Background: an optimization exercise with open tools, aiming at small area, a short achievable clock period and few clock cycles. Do not read the settings as production practice. In this exercise RTL edits were held to simulation tests only and were not proved equivalent to the original. Power is estimated from default activity; no workload was simulated.

## design/flow/run.sh

```bash
#!/bin/bash
# synth_recipe.tcl (not shown) runs the flow's synth.tcl, then flattens the netlist and writes it again
# the make line also repeats each setting of config.mk as NAME=value (left out here)
make -C /OpenROAD-flow-scripts/flow DESIGN_CONFIG=/design/flow/config.mk WORK_HOME=/design/flow/orfs CLKGATE_MAP_FILE= SYNTH_SCRIPT=/design/flow/synth_recipe.tcl finish
```

## design/flow/constraint.sdc

```tcl
create_clock -name core_clock -period 5.5 [get_ports {clk}]
set_input_delay 1.1000 -clock core_clock [delete_from_list [all_inputs] [get_ports {clk}]]
set_output_delay 1.1000 -clock core_clock [all_outputs]
set_load 0.01 [all_outputs]
```

## design/flow/design.v

```verilog
package cpu_pkg;
    localparam int data_w    = 8;
    localparam int instr_w   = 16;
    localparam int reg_count = 16;
    localparam int op_lsb  = 12;
    localparam int rd_lsb  = 8;
    localparam int rs1_lsb = 4;
    localparam int rs2_lsb = 0;
    typedef logic [3:0]        reg_addr_t;
    typedef logic [data_w-1:0] data_t;
    typedef enum logic [3:0] {
        op_nop  = 4'd0,
        op_add  = 4'd1,
        op_sub  = 4'd2,
        op_and  = 4'd3,
        op_or   = 4'd4,
        op_xor  = 4'd5,
        op_shl  = 4'd6,
        op_shr  = 4'd7,
        op_ldi  = 4'd8,
        op_mul  = 4'd9,
        op_in   = 4'd10,
        op_out  = 4'd11,
        op_halt = 4'd15
    } opcode_t;
    typedef enum logic {
        unit_alu,
        unit_mul
    } unit_t;
endpackage
module mult_unit (
    input  logic [7:0] a,
    input  logic [7:0] b,
    output logic [7:0] s,
    output logic [7:0] c
);
    logic hs1, hc2, fs3, fc4, hs5, hc6, hs7, hc8, fs9, fc10, hs11, hc12, fs13, fc14, fs15, fc16, fs17, fc18, fs19, fc20, hs21, hc22, fs23, fc24, fs25, fc26, fs27, fc28, fs29, fc30, hs31, hc32, fs33, fc34, fs35, fc36, fs37, fc38, fs39, fc40, fs41, fc42;
    assign hs1 = (a[0] & b[6]) ^ (a[1] & b[5]);
    assign hc2 = (a[0] & b[6]) & (a[1] & b[5]);
    assign fs3 = (a[0] & b[7]) ^ (a[1] & b[6]) ^ (a[2] & b[5]);
    assign fc4 = ((a[0] & b[7]) & (a[1] & b[6])) | ((a[0] & b[7]) & (a[2] & b[5])) | ((a[1] & b[6]) & (a[2] & b[5]));
    assign hs5 = (a[3] & b[4]) ^ (a[4] & b[3]);
    assign hc6 = (a[3] & b[4]) & (a[4] & b[3]);
    assign hs7 = (a[0] & b[4]) ^ (a[1] & b[3]);
    assign hc8 = (a[0] & b[4]) & (a[1] & b[3]);
    assign fs9 = (a[0] & b[5]) ^ (a[1] & b[4]) ^ (a[2] & b[3]);
    assign fc10 = ((a[0] & b[5]) & (a[1] & b[4])) | ((a[0] & b[5]) & (a[2] & b[3])) | ((a[1] & b[4]) & (a[2] & b[3]));
    assign hs11 = (a[3] & b[2]) ^ (a[4] & b[1]);
    assign hc12 = (a[3] & b[2]) & (a[4] & b[1]);
    assign fs13 = hs1 ^ (a[2] & b[4]) ^ (a[3] & b[3]);
    assign fc14 = (hs1 & (a[2] & b[4])) | (hs1 & (a[3] & b[3])) | ((a[2] & b[4]) & (a[3] & b[3]));
    assign fs15 = (a[4] & b[2]) ^ (a[5] & b[1]) ^ (a[6] & b[0]);
    assign fc16 = ((a[4] & b[2]) & (a[5] & b[1])) | ((a[4] & b[2]) & (a[6] & b[0])) | ((a[5] & b[1]) & (a[6] & b[0]));
    assign fs17 = hc2 ^ fs3 ^ hs5;
    assign fc18 = (hc2 & fs3) | (hc2 & hs5) | (fs3 & hs5);
    assign fs19 = (a[5] & b[2]) ^ (a[6] & b[1]) ^ (a[7] & b[0]);
    assign fc20 = ((a[5] & b[2]) & (a[6] & b[1])) | ((a[5] & b[2]) & (a[7] & b[0])) | ((a[6] & b[1]) & (a[7] & b[0]));
    assign hs21 = (a[0] & b[3]) ^ (a[1] & b[2]);
    assign hc22 = (a[0] & b[3]) & (a[1] & b[2]);
    assign fs23 = hs7 ^ (a[2] & b[2]) ^ (a[3] & b[1]);
    assign fc24 = (hs7 & (a[2] & b[2])) | (hs7 & (a[3] & b[1])) | ((a[2] & b[2]) & (a[3] & b[1]));
    assign fs25 = hc8 ^ fs9 ^ hs11;
    assign fc26 = (hc8 & fs9) | (hc8 & hs11) | (fs9 & hs11);
    assign fs27 = fc10 ^ hc12 ^ fs13;
    assign fc28 = (fc10 & hc12) | (fc10 & fs13) | (hc12 & fs13);
    assign fs29 = fc14 ^ fc16 ^ fs17;
    assign fc30 = (fc14 & fc16) | (fc14 & fs17) | (fc16 & fs17);
    assign hs31 = (a[0] & b[2]) ^ (a[1] & b[1]);
    assign hc32 = (a[0] & b[2]) & (a[1] & b[1]);
    assign fs33 = hs21 ^ (a[2] & b[1]) ^ (a[3] & b[0]);
    assign fc34 = (hs21 & (a[2] & b[1])) | (hs21 & (a[3] & b[0])) | ((a[2] & b[1]) & (a[3] & b[0]));
    assign fs35 = hc22 ^ fs23 ^ (a[4] & b[0]);
    assign fc36 = (hc22 & fs23) | (hc22 & (a[4] & b[0])) | (fs23 & (a[4] & b[0]));
    assign fs37 = fc24 ^ fs25 ^ (a[5] & b[0]);
    assign fc38 = (fc24 & fs25) | (fc24 & (a[5] & b[0])) | (fs25 & (a[5] & b[0]));
    assign fs39 = fc26 ^ fs27 ^ fs15;
    assign fc40 = (fc26 & fs27) | (fc26 & fs15) | (fs27 & fs15);
    assign fs41 = fc28 ^ fs29 ^ fs19;
    assign fc42 = (fc28 & fs29) | (fc28 & fs19) | (fs29 & fs19);
    assign s[0] = a[0] & b[0];
    assign c[0] = 1'b0;
    assign s[1] = a[0] & b[1];
    assign c[1] = a[1] & b[0];
    assign s[2] = hs31;
    assign c[2] = a[2] & b[0];
    assign s[3] = hc32;
    assign c[3] = fs33;
    assign s[4] = fc34;
    assign c[4] = fs35;
    assign s[5] = fc36;
    assign c[5] = fs37;
    assign s[6] = fc38;
    assign c[6] = fs39;
    assign s[7] = fc40;
    assign c[7] = fs41;
endmodule
module cpu #(
    parameter int rob_depth = 8
) (
    input  logic                        clk,
    input  logic                        rst,
    input  logic [cpu_pkg::instr_w-1:0] instr,
    input  logic                        instr_valid,
    input  logic [15:0]                 sw,
    output logic                        stall,
    output cpu_pkg::data_t              led,
    output logic                        retire_valid,
    output cpu_pkg::reg_addr_t          retire_rd,
    output cpu_pkg::data_t              retire_value,
    output logic                        retire_write
);
    logic [3:0] op;
    logic [3:0] rd, rs1, rs2;
    logic       accept;
    logic       halted;
    logic       writes, uses1, uses2;
    logic       dep1, dep2;
    assign op     = instr[15:12];
    assign rd     = instr[11:8];
    assign rs1    = instr[7:4];
    assign rs2    = instr[3:0];
    assign writes = (op != 4'd0) && (op <= 4'd10);
    assign uses2  = ((op != 4'd0) && (op <= 4'd7)) || (op == 4'd9);
    assign uses1  = uses2 || (op == 4'd11);
    cpu_pkg::data_t regs [cpu_pkg::reg_count];
    logic           x1_valid, x1_write, x1_out, x1_mul, x1_wait;
    logic           x1_fa2, x1_fb2, x1_far, x1_fbr;
    logic [3:0]     x1_op, x1_rd;
    cpu_pkg::data_t x1_a, x1_b;
    cpu_pkg::data_t a, b, alu, mul_s, mul_c;
    logic           x2_valid, x2_write, x2_out;
    logic [3:0]     x2_rd;
    cpu_pkg::data_t x2_s, x2_c, result;
    logic           r_valid, r_write, r_out;
    logic [3:0]     r_rd;
    cpu_pkg::data_t r_value;
    assign stall  = halted || x1_wait;
    assign accept = instr_valid && !stall && !rst;
    assign dep1 = x1_valid && x1_write && (x1_rd == rs1);
    assign dep2 = x1_valid && x1_write && (x1_rd == rs2);
    always_ff @(posedge clk) begin
        if (rst) begin
            halted   <= 1'b0;
            x1_valid <= 1'b0;
            x1_wait  <= 1'b0;
            x2_valid <= 1'b0;
            r_valid  <= 1'b0;
            led      <= 8'd0;
        end else begin
            if (accept && (op == 4'd15)) halted <= 1'b1;
            if (!x1_wait) x1_valid <= accept;
            x1_wait  <= accept && x1_mul && ((uses1 && dep1) || (uses2 && dep2));
            x2_valid <= x1_valid && !x1_wait;
            r_valid  <= x2_valid;
            if (r_valid && r_out) led <= r_value;
        end
    end
    always_ff @(posedge clk) begin
        if (x1_wait) begin
            if (x1_far) x1_a <= r_value;
            if (x1_fbr) x1_b <= r_value;
            x1_far <= x1_fa2;
            x1_fbr <= x1_fb2;
            x1_fa2 <= 1'b0;
            x1_fb2 <= 1'b0;
        end else begin
            x1_op    <= op;
            x1_rd    <= rd;
            x1_write <= writes;
            x1_out   <= (op == 4'd11);
            x1_mul   <= (op == 4'd9);
            x1_a     <= (op == 4'd10) ? sw[7:0] : regs[rs1];
            x1_b     <= (op == 4'd8) ? instr[7:0] : regs[rs2];
            x1_fa2   <= dep1 && (op != 4'd10);
            x1_fb2   <= dep2 && (op != 4'd8);
            x1_far   <= !dep1 && x2_valid && x2_write && (x2_rd == rs1) && (op != 4'd10);
            x1_fbr   <= !dep2 && x2_valid && x2_write && (x2_rd == rs2) && (op != 4'd8);
        end
    end
    assign a = x1_fa2 ? x2_s : (x1_far ? r_value : x1_a);
    assign b = x1_fb2 ? x2_s : (x1_fbr ? r_value : x1_b);
    always_comb begin
        case (x1_op)
            4'd1:    alu = a + b;
            4'd2:    alu = a - b;
            4'd3:    alu = a & b;
            4'd4:    alu = a | b;
            4'd5:    alu = a ^ b;
            4'd6:    alu = a << b[2:0];
            4'd7:    alu = a >> b[2:0];
            4'd8:    alu = b;
            default: alu = a;
        endcase
    end
    mult_unit mul_inst (.a(a), .b(b), .s(mul_s), .c(mul_c));
    always_ff @(posedge clk) begin
        x2_s     <= x1_mul ? mul_s : alu;
        x2_c     <= x1_mul ? mul_c : 8'd0;
        x2_rd    <= x1_rd;
        x2_write <= x1_write;
        x2_out   <= x1_out;
    end
    assign result = x2_s + x2_c;
    always_ff @(posedge clk) begin
        for (int i = 0; i < cpu_pkg::reg_count; i++) begin
            if (rst || (x2_valid && x2_write && (x2_rd == 4'(i)))) begin
                regs[i] <= rst ? 8'd0 : result;
            end
        end
    end
    always_ff @(posedge clk) begin
        r_value <= result;
        r_rd    <= x2_rd;
        r_write <= x2_write;
        r_out   <= x2_out;
    end
    assign retire_valid = r_valid;
    assign retire_rd    = r_rd;
    assign retire_value = r_value;
    assign retire_write = r_write;
endmodule
```

## design/flow/config.mk

```make
export PLATFORM = sky130hd
export DESIGN_NAME = cpu
export DESIGN_NICKNAME = cpu
export VERILOG_FILES = /design/flow/design.v
export SDC_FILE = /design/flow/constraint.sdc
export NUM_CORES = 4
export LEC_CHECK = 0
export CAP_MARGIN = 20
export CORE_MARGIN = 2
export CORE_UTILIZATION = 40
export SETUP_SLACK_MARGIN = 2.0
export SLEW_MARGIN = 20
```

==> impl.org, run 1 <==
** Status
- Run status :: no timing/DRC/antenna violations

** Power and ir drop
- Pwr/cell area :: 358 nW/um^2
- Summed over all nets, the switching power comes to 1.59 mW.
- The share of total power dissipated in the clock network is 0.323.
- Part of the power in combinational logic :: 0.265
- Fraction of power spent switching nets :: 0.318
- Static Leak :: between 5 and 6 nW
- IR analysis of the VDD net gives a maximum drop of between 0.2 and 0.25 mV.
- Power comes to 5.00 mW.
- The internal power of the cells totals ~3.4 mW.
- Share of total power in sequential cells :: 0.411

** Place
- Detailed placer's ending HPWL :: about 28 mm
- Setup slack at placement :: between 1 and 1.5 ns
- Once placement finished, the instance area stood at 12,900 sq um.
- Input/output buffers :: 49
- At the end of routability-driven placement, the weighted congestion stood at 0.976.
- Placed cell count :: 1,567

** Floorplanning
- Row generation in the floorplan step produced 63 rows.
- Width of the die :: 177 um
- I/O pin cnt :: 58
- For this configuration, the core starts out at a cell density of 0.404.
- The core region is 29,500 sq um.
- Vert. Die Dim :: 177 um
- Total die area :: approximately 31,000 sq um

** Drt
- Total iterations of the first detailed-routing run :: 6
- Vias per std cell :: 6.04
- After detailed routing, the number of remaining DRC violations is 0.
- First-iteration detailed-routing DRC count :: 1,187
- Post-detailed-routing wire length :: 40.0 mm
- Detail Route Antenna Nets :: 0
- Total via count after detailed routing :: 9,855
- Detail-routed net length per standard cell :: roughly 25 um

** Critical path
- STA classifies the critical path startpoint as an input pin.
- In this design, the critical path's most frequently occurring cell is sky130_fd_sc_hd__o211ai_1.
- Counting buffers and inverters, the worst setup path is 9 cells deep.
- Crit Reg-Reg Startpoint :: x1_fbr$_DFF_P_
- The worst setup path is of the input pin to flip-flop kind.
- Data required time of the critical path :: 5.97 ns
- Worst R2R Setup Slack :: 2.08 ns
- In this run the worst setup path terminates at x1_a[7]$_DFF_P_.
- The critical path starts at instr[5].
- The number of buffers and inverters on the critical path is 2.
- Data on the critical path arrives at its endpoint at about 3.9 ns.
- Capturing element type of the critical path :: flip-flop
- On the critical path the largest part of the delay comes from buffers and inverters.
- CP Max Fanout :: 18
- Largest stage delay on the critical path :: 0.87 ns
- The number of cells on the worst reg-to-reg path is 15.
- Reg-to-reg endpoint :: x2_c[7]$_SDFF_PN0_
- Sequence of cells on the critical path :: clkdlybuf4s50_1 > buf_4 > nor2b_1 > a221oi_1 > a31oi_1 > o21ai_0 > o211ai_1 > o211ai_1 > a21oi_1
- Among all stages on the critical path, the largest delay is contributed by sky130_fd_sc_hd__clkdlybuf4s50_1.

** Final layout
- The library cells used most frequently in the layout, excluding fill and tap cells, are sky130_fd_sc_hd__edfxtp_1 (139), sky130_fd_sc_hd__nand2_1 (104), sky130_fd_sc_hd__nor2_1 (93), sky130_fd_sc_hd__dfxtp_1 (64), sky130_fd_sc_hd__a21oi_1 (62).
- Area grow syn2layout :: 17.3%
- Once layout is done, the placed cells without fillers occupy 14,000 sq um.
- The library cell used most frequently in the layout, excluding fill and tap cells, is sky130_fd_sc_hd__edfxtp_1.
- Share of post-route cells with drive strength above 1 :: 0.141
- Number of nets in the layout :: 1,306
- Final core utilization :: 0.474
- Antenna diode instance count :: 0
- For this run, the number of standard cells in the final layout without fillers is approximately 1,600.

** Synth
- Synth cell types :: 70
- Mean instance size in the synthesized netlist :: 10.2 sq um
- Instance count of the mapped netlist :: 1,168
- The most used flip-flop cell after synthesis is sky130_fd_sc_hd__edfxtp_1.
- Async set-reset flop share out of synthesis :: 0
- Yosys warns :: 2
- Number of enable-type register cells in the synthesized netlist :: 139
- The share of the Yosys chip area taken by registers is 0.465.
- Synthesized cell area :: ~12,000 sq um
- Synthesis inferred 207 register bits.
- Net count of the mapped netlist :: 1,251

** Timing
- At the pin with the least slew margin, the transition time is 1.22 ns.
- The number of hold-slack violations in the final timing report was 0.
- Summed over all failing endpoints, the final setup total negative slack is 0 ns.
- Upper clock frequency limit :: roughly 0.29 GHz
- Fin Clk Skew :: 0.0316 ns
- Final cycle utilization of the critical path :: 0.628
- Number of pins exceeding their max-slew limit in the final report :: 0
- Once routing completed, OpenROAD measured the worst setup slack at approximately 2.0 ns.
- Shortest clock period the worst path allows after layout :: 3.45 ns
- In this run the tightest slew margin relative to its limit is 0.179.
- Setup violations remaining at the end of the flow were counted as 0.
- Worst hold margin :: 0.343 ns
- Setup repair after global routing could not meet its margin everywhere.

** Clocking
- The tree is rooted in a sky130_fd_sc_hd__clkbuf_16.
- Later-pin clock latency in the skew report :: 0.54 ns
- Clock tree synthesis inserted a total of 24 buffers.
- Level count of the clock H-tree :: 1
- For this design, the sink count on the clock tree is between 200 and 250.
- Number of buffers on the longest clock path :: 3
- Post-cts hold buffer count :: 0
- TritonCTS clock tree :: yes
- Clock-pin slew on the worst setup and hold paths :: 0.06 ns

** GRT
- The first global-routing pass estimated 59.7 mm of wire.
- Grt met3 use :: 0.0336
- Grt met1 use :: 0.331
- Number of antenna violations at the first check in global routing :: 0
- Global routing usage summed across all routing layers :: 0.254
- For this run, global-route usage on met2 was measured as 0.429.
- Vias in the first global route :: 9,520
- Busiest layer in global routing :: met2
- Maximum number of pins on one net before global-route repair :: 36
- Global route total overflow :: 0

** Min path
- Path type of the worst min-delay path :: flip-flop to flip-flop
- In this run the most critical hold path is launched from x1_out$_DFFE_PN_.

** Job
- The tool flagged a number of max-cap violations equal to 0.
==> routing by layer <==
| layer | up-vias | share of wire |
|---|---|---|
| li1 | 4462 | - |
| met1 | 4783 | 0.41 |
| met2 | 499 | 0.48 |
| met3 | 111 | 0.065 |
| met4 | 0 | 0.044 |
| met5 | - | 0 |
==> how the worst min path moves through the flow <==
stage | to | slack [ns] | cells after the start
after floorplan | r_out$_DFF_P_ | 0.31 | 0
after global placement | x2_out$_DFF_P_ | 0.33 | 0
after detailed placement | x2_out$_DFF_P_ | 0.33 | 0
after CTS | x2_out$_DFF_P_ | 0.35 | 0
after global routing | x2_out$_DFF_P_ | 0.36 | 0
final | x2_out$_DFF_P_ | 0.34 | 0
==> cell usage after synthesis (all sizes together) (17+ instances only) <==
cell,instances,share of area
a21oi,62,0.026
a22oi,27,0.017
a31oi,19,0.010
buf,28,0.012
clkbuf,48,0.015
dfxtp,68,0.11
edfxtp,139,0.35
ha,36,0.038
inv,42,0.013
mux2,37,0.036
mux2i,46,0.042
nand2,104,0.033
nand3,38,0.016
nor2,95,0.030
nor2b,39,0.020
nor3,27,0.011
o21ai,51,0.021
o22ai,18,0.0095
xnor2,27,0.020
xor2,17,0.012
==> state kept, by name, indices dropped and copies added (netlist names), 4 cells and up <==
name	cells
regs	128
led	8
r_value	8
x1_a	8
x1_b	8
x2_s	8
x2_c	7
r_rd	4
x1_op	4
x1_rd	4
x2_rd	4
==> final cells by class <==
class	instances	area (sq um)
clock buffer	26	618
clock inverter	18	191
fill	2777	15500
inverter	43	168
multi-input combinational	842	6060
sequential	207	5550
tap	390	488
timing repair buffer	105	901
==> power groups by stage <==
stage	clock, mW	sequential, mW	combinational (mW)
2_1_floorplan	0	2.02	0.820
4_1_cts	1.64	2.05	1.26
6_report	1.62	2.06	1.33
3_3_place_gp	0	2.08	1.23
5_1_grt	1.70	2.07	1.44
3_5_place_dp	0	2.08	1.23
==> cell families after synthesis <==
family,after synthesis,synth area share
mux,89,0.0894
xor+xnor,45,0.0342
compound gates,297,0.170
buf+inv,119,0.0403
simple gates,363,0.144
flops,207,0.465
fa+ha+maj,48,0.0580
==> repair_timing <==
item                                    CTS  global route
endpoints found under the setup margin   10             6
gates resized for setup                  10            29
buffers inserted                          7            13
pin swaps                                 3             8
Testbench counts, summed over its fixed seeds: cycles 4,649.
==> run 2, diff against run 1 <==
--- a/design/flow/design.v
+++ b/design/flow/design.v
@@ -112,20 +112,18 @@
     logic [3:0] op;
-    logic [3:0] rd, rs1, rs2;
-    logic       accept;
-    logic       halted;
-    logic       writes, uses1, uses2;
-    logic       dep1, dep2;
-    assign op     = instr[15:12];
-    assign rd     = instr[11:8];
-    assign rs1    = instr[7:4];
-    assign rs2    = instr[3:0];
-    assign writes = (op != 4'd0) && (op <= 4'd10);
-    assign uses2  = ((op != 4'd0) && (op <= 4'd7)) || (op == 4'd9);
-    assign uses1  = uses2 || (op == 4'd11);
+    logic       accept, halted;
+    logic       uses1, uses2;
+    assign op    = instr[15:12];
+    assign uses2 = ((op != 4'd0) && (op <= 4'd7)) || (op == 4'd9);
+    assign uses1 = uses2 || (op == 4'd11);
     cpu_pkg::data_t regs [cpu_pkg::reg_count];
-    logic           x1_valid, x1_write, x1_out, x1_mul, x1_wait;
-    logic           x1_fa2, x1_fb2, x1_far, x1_fbr;
-    logic [3:0]     x1_op, x1_rd;
+    logic           d_valid, d_wait, d_write, d_mul;
+    logic [3:0]     d_op, d_rd, d_rs1, d_rs2;
+    logic           d_go;
+    logic           f1_x1, f1_x2, f2_x1, f2_x2;
+    logic           x1_valid, x1_write, x1_out, x1_mul;
+    logic [3:0]     x1_rd;
+    logic           x1_add, x1_sub, x1_and, x1_or, x1_xor, x1_shl, x1_shr, x1_ldi, x1_pass;
+    cpu_pkg::data_t sum, dif;
     cpu_pkg::data_t x1_a, x1_b;
-    cpu_pkg::data_t a, b, alu, mul_s, mul_c;
+    cpu_pkg::data_t alu, mul_s, mul_c;
     logic           x2_valid, x2_write, x2_out;
@@ -136,6 +134,5 @@
     cpu_pkg::data_t r_value;
-    assign stall  = halted || x1_wait;
+    assign stall  = halted || d_wait;
     assign accept = instr_valid && !stall && !rst;
-    assign dep1 = x1_valid && x1_write && (x1_rd == rs1);
-    assign dep2 = x1_valid && x1_write && (x1_rd == rs2);
+    assign d_go   = d_valid && !d_wait;
     always_ff @(posedge clk) begin
@@ -143,4 +140,5 @@
             halted   <= 1'b0;
+            d_valid  <= 1'b0;
+            d_wait   <= 1'b0;
             x1_valid <= 1'b0;
-            x1_wait  <= 1'b0;
             x2_valid <= 1'b0;
@@ -150,5 +148,7 @@
             if (accept && (op == 4'd15)) halted <= 1'b1;
-            if (!x1_wait) x1_valid <= accept;
-            x1_wait  <= accept && x1_mul && ((uses1 && dep1) || (uses2 && dep2));
-            x2_valid <= x1_valid && !x1_wait;
+            if (!d_wait) d_valid <= accept;
+            d_wait   <= accept && d_valid && d_mul &&
+                        ((uses1 && (d_rd == instr[7:4])) || (uses2 && (d_rd == instr[3:0])));
+            x1_valid <= d_go;
+            x2_valid <= x1_valid;
             r_valid  <= x2_valid;
@@ -158,39 +158,50 @@
     always_ff @(posedge clk) begin
-        if (x1_wait) begin
-            if (x1_far) x1_a <= r_value;
-            if (x1_fbr) x1_b <= r_value;
-            x1_far <= x1_fa2;
-            x1_fbr <= x1_fb2;
-            x1_fa2 <= 1'b0;
-            x1_fb2 <= 1'b0;
-        end else begin
-            x1_op    <= op;
-            x1_rd    <= rd;
-            x1_write <= writes;
-            x1_out   <= (op == 4'd11);
-            x1_mul   <= (op == 4'd9);
-            x1_a     <= (op == 4'd10) ? sw[7:0] : regs[rs1];
-            x1_b     <= (op == 4'd8) ? instr[7:0] : regs[rs2];
-            x1_fa2   <= dep1 && (op != 4'd10);
-            x1_fb2   <= dep2 && (op != 4'd8);
-            x1_far   <= !dep1 && x2_valid && x2_write && (x2_rd == rs1) && (op != 4'd10);
-            x1_fbr   <= !dep2 && x2_valid && x2_write && (x2_rd == rs2) && (op != 4'd8);
+        if (!d_wait) begin
+            d_op    <= op;
+            d_rd    <= instr[11:8];
+            d_rs1   <= instr[7:4];
+            d_rs2   <= instr[3:0];
+            d_write <= (op != 4'd0) && (op <= 4'd10);
+            d_mul   <= (op == 4'd9);
         end
     end
-    assign a = x1_fa2 ? x2_s : (x1_far ? r_value : x1_a);
-    assign b = x1_fb2 ? x2_s : (x1_fbr ? r_value : x1_b);
-    always_comb begin
-        case (x1_op)
-            4'd1:    alu = a + b;
-            4'd2:    alu = a - b;
-            4'd3:    alu = a & b;
-            4'd4:    alu = a | b;
-            4'd5:    alu = a ^ b;
-            4'd6:    alu = a << b[2:0];
-            4'd7:    alu = a >> b[2:0];
-            4'd8:    alu = b;
-            default: alu = a;
-        endcase
-    end
-    mult_unit mul_inst (.a(a), .b(b), .s(mul_s), .c(mul_c));
+    assign f1_x1 = x1_valid && x1_write && (x1_rd == d_rs1);
+    assign f2_x1 = x1_valid && x1_write && (x1_rd == d_rs2);
+    assign f1_x2 = x2_valid && x2_write && (x2_rd == d_rs1);
+    assign f2_x2 = x2_valid && x2_write && (x2_rd == d_rs2);
+    always_ff @(posedge clk) begin
+        x1_add   <= (d_op == 4'd1);
+        x1_sub   <= (d_op == 4'd2);
+        x1_and   <= (d_op == 4'd3);
+        x1_or    <= (d_op == 4'd4);
+        x1_xor   <= (d_op == 4'd5);
+        x1_shl   <= (d_op == 4'd6);
+        x1_shr   <= (d_op == 4'd7);
+        x1_ldi   <= (d_op == 4'd8);
+        x1_pass  <= (d_op == 4'd0) || (d_op >= 4'd10);
+        x1_rd    <= d_rd;
+        x1_write <= d_write;
+        x1_out   <= (d_op == 4'd11);
+        x1_mul   <= d_mul;
+        if (d_op == 4'd10)  x1_a <= sw[7:0];
+        else if (f1_x1)     x1_a <= alu;
+        else if (f1_x2)     x1_a <= result;
+        else                x1_a <= regs[d_rs1];
+        if (d_op == 4'd8)   x1_b <= {d_rs1, d_rs2};
+        else if (f2_x1)     x1_b <= alu;
+        else if (f2_x2)     x1_b <= result;
+        else                x1_b <= regs[d_rs2];
+    end
+    assign sum = x1_a + x1_b;
+    assign dif = x1_a - x1_b;
+    assign alu = ({8{x1_add}}  & sum) |
+                 ({8{x1_sub}}  & dif) |
+                 ({8{x1_and}}  & (x1_a & x1_b)) |
+                 ({8{x1_or}}   & (x1_a | x1_b)) |
+                 ({8{x1_xor}}  & (x1_a ^ x1_b)) |
+                 ({8{x1_shl}}  & (x1_a << x1_b[2:0])) |
+                 ({8{x1_shr}}  & (x1_a >> x1_b[2:0])) |
+                 ({8{x1_ldi}}  & x1_b) |
+                 ({8{x1_pass}} & x1_a);
+    mult_unit mul_inst (.a(x1_a), .b(x1_b), .s(mul_s), .c(mul_c));
     always_ff @(posedge clk) begin
--- a/design/flow/config.mk
+++ b/design/flow/config.mk
@@ -10,3 +10,3 @@
 export CORE_UTILIZATION = 40
-export SETUP_SLACK_MARGIN = 2.0
+export SETUP_SLACK_MARGIN = 3.0
 export SLEW_MARGIN = 20
==> run 2 against run 1 <==
  * Register-to-register slack improved by 0.73 ns
  * Maximum frequency increased by 29%
  * Critical path depth increased by 2
  * Power increased by 12%
  * Global-route usage increased by 0.61 points
  * Combinational power increased by 25%
  * Highest routed layer unchanged
  * Cell count increased by 2.8%
  * Synthesized cell count increased by 1.3%
  * Die area increased by 6.5%
  * Still clean on timing, DRC and antenna
  * Via count increased by 6.1%
  * First-iteration DRC count decreased by 7.5%
==> impl.org, run 2 <==
** Final layout
- Register with the highest flop count :: regs
- Of the cells placed in the final design, the portion with a size suffix greater than 1 is 0.196.
- Leaving out fill and tap cells, the most frequent cell in the layout is sky130_fd_sc_hd__edfxtp_1.
- For this run, the share of the core covered by cells in the final layout is 0.484.
- Compared with the post-synthesis result, the final layout area differs by 19.7%.
- Most frequent cells in the layout :: sky130_fd_sc_hd__edfxtp_1 (146), sky130_fd_sc_hd__nand2_1 (85), sky130_fd_sc_hd__dfxtp_1 (69), sky130_fd_sc_hd__nor2_1 (66), sky130_fd_sc_hd__buf_4 (60)
- The final layout contains 1,341 nets.
- The repair_antennas step left the layout with diodes totalling 0.
- Flip-flop count of the largest register, all copies and words added :: roughly 130

** Timing
- Headroom to the max-slew limit came out at 0.241.
- Fin Clk Skew :: 0.0349 ns
- Setup repair after global routing could not meet its margin everywhere.
- Final cycle utilization of the critical path :: 0.489
- At the pin with the least slew margin, the transition time is 1.13 ns.
- Setup violations remaining at the end of the flow were counted as 0.
- The number of hold-slack violations in the final timing report was 0.
- Based on the critical path, the design can be clocked at up to 0.372 GHz.
- Final setup TNS :: 0 ns
- Number of pins exceeding their max-slew limit in the final report :: 0
- Shortest clock period the worst path allows after layout :: about 2.7 ns

** Drt
- Vias per std cell :: 6.23
- Dividing the detail-routed wire length by the instance count gives 26.3 um.
- The final route contains 10,455 vias.
- In the routed design, unresolved DRC markers number 0.
- First-iteration detailed-routing DRC count :: 1,098
- Post-detailed-routing wire length :: ~44 mm
- The first TritonRoute pass finished after 6 iterations.
- The count of nets left with antenna violations once routing finished came out at 0.

** Synth
- Yosys printed 2 warnings.
- In the synthesized netlist the dominant register cell turns out to be sky130_fd_sc_hd__edfxtp_1.
- Async set-reset flop share out of synthesis :: 0
- Fraction of the yosys area taken by sequential cells :: 0.473
- Net count of the mapped netlist :: roughly 1,300
- The number of different library cells used by synthesis comes to 92.
- In this run the mean area of a mapped cell was 10.7 sq um.
- Post-synth top area cell :: sky130_fd_sc_hd__edfxtp_1
- Largest cells by area after synthesis :: sky130_fd_sc_hd__edfxtp_1 (35%), sky130_fd_sc_hd__dfxtp_1 (13%), sky130_fd_sc_hd__ha_1 (3.4%)
- Count of state elements after synthesis :: 227
- Synthesized cell area :: 12,700 sq um
- Share of Yosys cell area claimed by the top area cell type :: 0.345
- Number of enable-type register cells in the synthesized netlist :: 146
- Instance count of the mapped netlist :: 1,183
- Dominant cell by count in the synthesized netlist :: sky130_fd_sc_hd__edfxtp_1
- Synth cell count leaders :: sky130_fd_sc_hd__edfxtp_1 (146), sky130_fd_sc_hd__nand2_1 (88), sky130_fd_sc_hd__dfxtp_1 (81)

** Min path
- Number of stages on the worst hold path :: 0
- In this run the worst hold path is classified as flip-flop to flip-flop.
- For hold timing, the worst endpoint is r_out$_DFF_P_.
- Startpoint of the worst hold path :: x2_out$_DFF_P_

** Clocking
- TritonCTS built the clock tree.
- In this run the number of H-tree levels came out at 1.
- Clock-pin slew on the worst setup and hold paths :: ~0.070 ns
- In this run the deepest clock path goes through 3 buffers.
- Post-cts hold buffer count :: 0
- Later-pin clock latency in the skew report :: 0.55 ns
- For this design, the sink count on the clock tree is ~230.
- The tree is rooted in a sky130_fd_sc_hd__clkbuf_16.
- Clock tree synthesis inserted a total of 24 buffers.

** Floorplanning
- Measured along the y axis, the die boundary spans approximately 180 um.
- For this configuration, the core starts out at a cell density of 0.405.
- Total die area :: about 33,000 sq um
- I/O pin cnt :: 58
- In this run the horizontal extent of the chip is 182 um.
- Placeable core region :: around 31,000 sq um
- Number of rows created at floorplan :: 65

** Critical path
- Setup slack on the worst reg-to-reg path comes out at 2.81 ns.
- Critical Path Source Type :: flip-flop
- Along the worst path, the maximum fanout reaches 3.
- The worst setup path is of the flip-flop to flip-flop kind.
- Sequence of cells on the critical path :: inv_6 > buf_4 > buf_6 > buf_6 > fa_2 > nor2_4 > o221ai_4 > mux2_4 > a2111o_1 > nor2_4 > a221oi_2
- Data required time of the critical path :: 5.88 ns
- The startpoint identified for the worst register-to-register timing path is x1_a[1]$_DFF_P_.
- The endpoint identified for the worst register-to-register timing path is x1_b[6]$_DFF_P_.
- STA classifies the critical path endpoint as a flip-flop.
- Crit-path leading delay family :: compound AO/OA/AOI/OAI gates
- Bufs and invs on worst path :: 4
- Largest stage delay on the critical path :: 0.44 ns
- Worst path arrival time :: 3.07 ns
- Reg2reg path depth :: 11
- On the critical path, the stage with the largest delay is an instance of sky130_fd_sc_hd__fa_2.

** GRT
- Maximum number of pins on one net before global-route repair :: 46
- In the global route stage, overall resource usage came out at 0.261.
- Number of antenna violations at the first check in global routing :: 0
- The number of global-route vias before repair is 10,180.
- The first global-routing pass estimated 65.1 mm of wire.
- Global route total overflow :: 0

** Power and ir drop
- Total power for the finished layout comes to ~5.6 mW.
- In this run the power density over the cells is approximately 370 nW/um^2.
- Summed over all cells, the static leakage comes to 5.66 nW.
- IR analysis of the VDD net gives a maximum drop of ~0.30 mV.

** Place
- In this run the tool buffered the top-level ports with 49 buffer cells.
- Once detailed placement completed, the half-perimeter wirelength came to 29.3 mm.
- At the end of routability-driven placement, the weighted congestion stood at 0.964.

** Status
- The flow ran to the end and the layout has no timing, DRC or antenna violations.

** Job
- The tool flagged a number of max-cap violations equal to 0.
[run 2: cell families after synthesis]
logic type                 after synthesis  synth area share
buffers and inverters                  126            0.0481
xor gates and xnor gates                43            0.0302
DFF                                    227             0.473
adders and majority gates               48            0.0550
muxes                                   64            0.0630
and+or+nand+nor                        384             0.162
AOI/OAI and AO/OA                      291             0.169
[run 2: per-stage QoR]
step	std cells	cell area, sq um	setup slack (ns)	hold slack (ns)
CTS	1666	14900	2.85	0.333
detailed placement	1586	13600	2.14	0.318
global route	1677	15200	2.71	0.342
floorplan	1183	12700	2.95	0.310
global placement	1586	13600	1.93	0.315
finish	1677	15200	2.81	0.330
[run 2: timing repair]
action,4_1_cts,5_1_grt
resized for setup,86,48
endpoints found under the setup margin,176,43
gates cloned,2,1
setup buffers,35,10
pin swaps,6,22
[run 2: worst register-to-register path, cell delays in order, from the launching register on]
cell,delay (ns)
sky130_fd_sc_hd__dfxtp_4,0.40
sky130_fd_sc_hd__inv_6,0.05
sky130_fd_sc_hd__buf_4,0.13
sky130_fd_sc_hd__buf_6,0.12
sky130_fd_sc_hd__buf_6,0.13
sky130_fd_sc_hd__fa_2,0.44
sky130_fd_sc_hd__nor2_4,0.13
sky130_fd_sc_hd__o221ai_4,0.12
sky130_fd_sc_hd__mux2_4,0.31
sky130_fd_sc_hd__a2111o_1,0.44
sky130_fd_sc_hd__nor2_4,0.20
sky130_fd_sc_hd__a221oi_2,0.07
[run 2: area by class of cell]
cell class | instances | area, sq um
Tap cell | 402 | 503
Timing Repair Buffer | 122 | 1120
Clock inverter | 14 | 138
Multi-Input combinational cell | 830 | 6520
Inverter | 51 | 216
Sequential cell | 227 | 6050
Fill cell | 2891 | 16200
Clock buffer | 29 | 651
Timing Repair inverter | 2 | 12.5
[run 2: worst max-delay path by stage]
stage,to,from,slack [ns],cells past startpoint
after floorplan,x2_c[7]$_SDFF_PN0_,x1_a[2]$_DFF_P_,2.95,11
after global placement,regs[11][3]$_DFFE_PP_,rst,1.93,5
after detailed placement,regs[1][3]$_DFFE_PP_,rst,2.14,4
after CTS,x2_c[7]$_SDFF_PN0_,x1_a[1]$_DFF_P_,2.85,11
after global routing,x2_c[7]$_SDFF_PN0_,x1_a[1]$_DFF_P_,2.71,11
final,x1_b[6]$_DFF_P_,x1_a[1]$_DFF_P_,2.81,11
[run 2: per-layer routing]
metal / GRT usage / vias to the layer above / wire length, um
met2: 0.418 / 543 / 20200
met3: 0.0451 / 134 / 3510
li1: - / 4642 / -
met1: 0.338 / 5136 / 17800
met5: 0 / - / 0
met4: 0.138 / 0 / 2620
[run 2: report_power, final]
group	switching, mW	internal, mW
logic	0.961	0.699
registers	0.184	2.12
clock network	0.689	0.939
total	1.83	3.76
Testbench counts of run 2, summed over its fixed seeds: cycles 4,663.

## static timing again, ports no longer ideal
No port has a modelled driver above. Below, the same layouts with a new extraction and two added sets of constraints.
Step 1 assumes that a clkbuf_16 drives the clock port and a buf_2 every other input.
Step 2 also shifts input and output timing later by t, the mid clock arrival at the registers, as if the neighbouring blocks saw the same clock.
a / b / c = ideal / step 1 / step 2; a / b = the first two.
run | shift t [ns] | setup slack, ns | worst setup path at the end | pins driven straight from the clock port
run 1 | 0.574 | 2.046 / 2.074 / 1.500 | input to register | 1
run 2 | 0.581 | 2.813 / 2.813 / 2.483 | input to register | 1
After both steps every run listed still meets setup and hold. The setup slack of run 1, which loses most, moves by +0.028 ns with the drivers and by -0.546 ns with both steps.
